From an optimization exercise on the open Yosys and OpenROAD flow, aimed at small area, a short achievable clock period and few clock cycles; shortcuts taken in it are not production practice. In this exercise RTL edits were held to simulation tests only and were not proved equivalent to the original. Power figures rest on the tool's default switching activity, not on a simulated workload.

Design act_buffer_sparse, start of the top module:
module act_buffer_sparse #(
  parameter int DATA_WIDTH = 8,
  parameter int NUM_COL    = 16,
  parameter int DEPTH      = 32,
  parameter int IDX_WIDTH  = $clog2(NUM_COL),
  parameter int ADDR_WIDTH = $clog2(DEPTH)
) (
  input  logic                             clk,
  input  logic                             reset,
  input  logic                             mode,
  input  logic                             wr_valid,
  output logic                             wr_ready,
  input  logic [NUM_COL-1:0]               wr_flag,
  input  logic [NUM_COL*DATA_WIDTH-1:0]    wr_data,
  input  logic                             rd_start,
  output logic                             rd_busy,
  output logic                             out_valid,
  input  logic                             out_ready,
  output logic [IDX_WIDTH-1:0]             out_index,
  output logic [DATA_WIDTH-1:0]            out_serial,
  output logic [NUM_COL*DATA_WIDTH-1:0]    out_parallel,
  output logic [NUM_COL-1:0]               out_flag,
  output logic [IDX_WIDTH:0]               row_nnz,
  output logic                             row_done,
  output logic [ADDR_WIDTH:0]              count,
  output logic                             empty,
  output logic                             full
);
clock: 8.0 ns
lec_check: 0
cap_margin: 20
core_margin: 2
core_utilization: 60
cts_buf_list: sky130_fd_sc_hd__clkbuf_4 sky130_fd_sc_hd__clkbuf_8 sky130_fd_sc_hd__clkbuf_16
cts_cluster_diameter: 80
cts_cluster_size: 30
setup_slack_margin: 5
slew_margin: 20
synth_memory_max_bits: 8192
run.sh (not shown) runs the stock make flow with config.mk's settings and CLKGATE_MAP_FILE= SYNTH_SCRIPT=/design/flow/synth_recipe.tcl, a recipe that flattens the netlist after the stock synthesis.
The baseline ran to the end with no violations.
Testbench counts at the start, summed over its fixed seeds: cycles 26,800.
Then changed:
- CTS_BUF_LIST: sky130_fd_sc_hd__clkbuf_4 sky130_fd_sc_hd__clkbuf_8 sky130_fd_sc_hd__clkbuf_16 -> default
- The changed run completed without violations
- setup slack gets better by 0.0080 ns
- routed wire length barely changes
- global-route usage hardly moves
- final cell count hardly moves
- synthesized cell count is unchanged
Then changed:
- CTS_BUF_LIST: default -> sky130_fd_sc_hd__clkbuf_8
- CTS_CLUSTER_DIAMETER: 80 -> 50
- CTS_CLUSTER_SIZE: 30 -> 16
After rerunning: Power rose by a few percent. Wire length rose slightly. Maximum frequency falls by a few percent. Final area went up by a few percent. Count of clock-buffer cells in the layout grows by 223. Cell count grows by a few percent. Die area stays the same. Via count goes up slightly. Synthesized area is unchanged. Worst hold slack is worse by 0.030 ns. Flip-flop and latch count does not change.
Then changed:
==> flow/flow/run.sh (new file) <==
#!/bin/bash
# The standard layout (the standard.sh: standard synthesis and ORFS steps
# with config.mk's settings), with the ports buffered by the smallest buffer
# instead of the one buffer_ports picks; timing repair resizes them as needed.
set -euo pipefail
bash standard.sh "BUFFER_PORTS_ARGS=-buffer_cell sky130_fd_sc_hd__buf_1" finish > standard_flow.log 2>&1
==> flow/standard.sh (new file) <==
#!/bin/bash
# synth_recipe.tcl (not shown) runs the flow's synth.tcl, then flattens the netlist and writes it again
# the make line also repeats each setting of config.mk as NAME=value (left out here)
make -C /OpenROAD-flow-scripts/flow DESIGN_CONFIG=/design/flow/config.mk WORK_HOME=/design/flow/orfs CLKGATE_MAP_FILE= SYNTH_SCRIPT=/design/flow/synth_recipe.tcl "${@:-finish}"
- CTS_BUF_LIST: sky130_fd_sc_hd__clkbuf_8 -> default
- CTS_CLUSTER_DIAMETER: 50 -> 80
- CTS_CLUSTER_SIZE: 16 -> 30
removed: flow/run.sh
Cell area decreases by 2.7%.
Clock power decreases by 16%.
Synthesized area does not change.
Sequential share of layout area increases by 1.7 points.
Power fell by 5.7%.
Utilization goes down by 1.8 points.
Worst setup slack is better by 0.15 ns.
Sequential cell count does not change.
Maximum frequency came out higher by 5.1%.


exp/tundra:
act_buffer_sparse, a different RTL version from the one above (not shown whole).
Size: about 12,000 cells after synthesis, roughly 320 I/O pins, roughly 150,000 µm² of cells after synthesis.
export LEC_CHECK = 0
export CAP_MARGIN = 20
export CORE_MARGIN = 2
export CORE_UTILIZATION = 60
export CTS_CLUSTER_DIAMETER = 80
export CTS_CLUSTER_SIZE = 30
export SETUP_SLACK_MARGIN = 5
export SLEW_MARGIN = 20
export SYNTH_MEMORY_MAX_BITS = 8192
create_clock -name core_clock -period 8.0 [get_ports {clk}]
standard.sh (not shown) runs the stock make flow with config.mk's settings and CLKGATE_MAP_FILE= SYNTH_SCRIPT=/design/flow/synth_recipe.tcl, a recipe that flattens the netlist after the stock synthesis.
==> flow/flow/run.sh <==
#!/bin/bash
set -euo pipefail
bash standard.sh "BUFFER_PORTS_ARGS=-buffer_cell sky130_fd_sc_hd__buf_2" SETUP_SLACK_MARGIN=5.2 finish > standard_flow.log 2>&1
exp/tundra reached the end of the flow, and the finished layout is clean on the timing, design-rule and antenna checks.
Testbench counts of exp/tundra, summed over its fixed seeds: cycles 26,800.
diff inputs: exp/tundra => exp/lagoon
==> flow/run.sh (new file) <==
#!/bin/bash
# synth_recipe.tcl (not shown) runs the flow's synth.tcl, then flattens the netlist and writes it again
# the make line also repeats each setting of config.mk as NAME=value (left out here)
make -C /OpenROAD-flow-scripts/flow DESIGN_CONFIG=/design/flow/config.mk WORK_HOME=/design/flow/orfs CLKGATE_MAP_FILE= SYNTH_SCRIPT=/design/flow/synth_recipe.tcl finish
removed: flow/flow/run.sh
removed: flow/standard.sh
Findings:
Via count delta (exp/lagoon -> exp/tundra): insignificant. For exp/lagoon and exp/tundra, there was not a single run that failed to finish clean. exp/lagoon vs. exp/tundra: setup slack went up by 0.0053 ns. Diff exp/lagoon and exp/tundra: fraction of area in registers lower in exp/tundra.
### exp/lagoon -> exp/ember
Settings: CTS_CLUSTER_SIZE changed from 30 to 25; CORE_UTILIZATION changed from 60 to 64; CTS_CLUSTER_DIAMETER changed from 80 to 70; SETUP_SLACK_MARGIN removed (was 5).
==> flow/flow/run.sh (new file) <==
#!/bin/bash
set -euo pipefail
bash standard.sh "BUFFER_PORTS_ARGS=-buffer_cell sky130_fd_sc_hd__buf_4" SETUP_SLACK_MARGIN=5.2 finish > standard_flow.log 2>&1
==> flow/standard.sh (new file) <==
#!/bin/bash
# synth_recipe.tcl (not shown) runs the flow's synth.tcl, then flattens the netlist and writes it again
# the make line also repeats each setting of config.mk as NAME=value (left out here)
make -C /OpenROAD-flow-scripts/flow DESIGN_CONFIG=/design/flow/config.mk WORK_HOME=/design/flow/orfs CLKGATE_MAP_FILE= SYNTH_SCRIPT=/design/flow/synth_recipe.tcl "${@:-finish}"
removed: flow/run.sh
[summary]
exp/lagoon → exp/ember: number of rows in the core area down 6, number of buffers and inverters on the critical path now smaller, combinational power share barely changed, post-route cell area moved up, internal power of the cells went up by 2.7%.

-- afterwards: timing with drivers on the ports --
How much do the figures lean on ideal ports? The routed layouts below were timed once more, with nothing changed but the port constraints. Step 1 (the two cells are an assumption about what drives the block):
set clk [get_ports {clk}]
set_driving_cell -lib_cell sky130_fd_sc_hd__clkbuf_16 $clk
set_driving_cell -lib_cell sky130_fd_sc_hd__buf_2 [delete_from_list [all_inputs] $clk]
Step 2 moves the port delays by t, midway between the first and last clock arrival at a register: inputs arrive t later, outputs are due t later. That takes back most of the time a late clock gives input paths. a / b / c = ideal ports / drivers / drivers and shift; a / b = the first two.
run	shift t [ns]	setup slack, ns	worst hold slack (ns)	worst slew at a driven data input, ns	pins driven straight from the clock port
the first run of note 1	0.924	4.996 / 4.944 / 4.134	0.459 / 0.459 / 0.459	0.06	1
the second run of note 1	0.923	5.004 / 4.941 / 4.142	0.456 / 0.456 / 0.456	0.07	1
the third run of note 1	1.143	4.827 / 4.734 / 3.870	0.426 / 0.426 / 0.426	0.06	1
the fourth run of note 1	0.950	4.980 / 4.920 / 4.092	0.450 / 0.450 / 0.450	0.06	1
exp/tundra	0.971	4.992 / 4.896 / 4.393	0.433 / 0.433 / 0.433	0.06	1
exp/lagoon	0.942	4.997 / 4.951 / 4.115	0.427 / 0.427 / 0.427	0.05	1
exp/ember	0.978	5.001 / 4.909 / 4.371	0.424 / 0.424 / 0.424	0.06	1
After both steps every run listed still meets setup and hold. The setup slack of the third run of note 1, which loses most, moves by -0.093 ns with the drivers and by -0.957 ns with both steps.
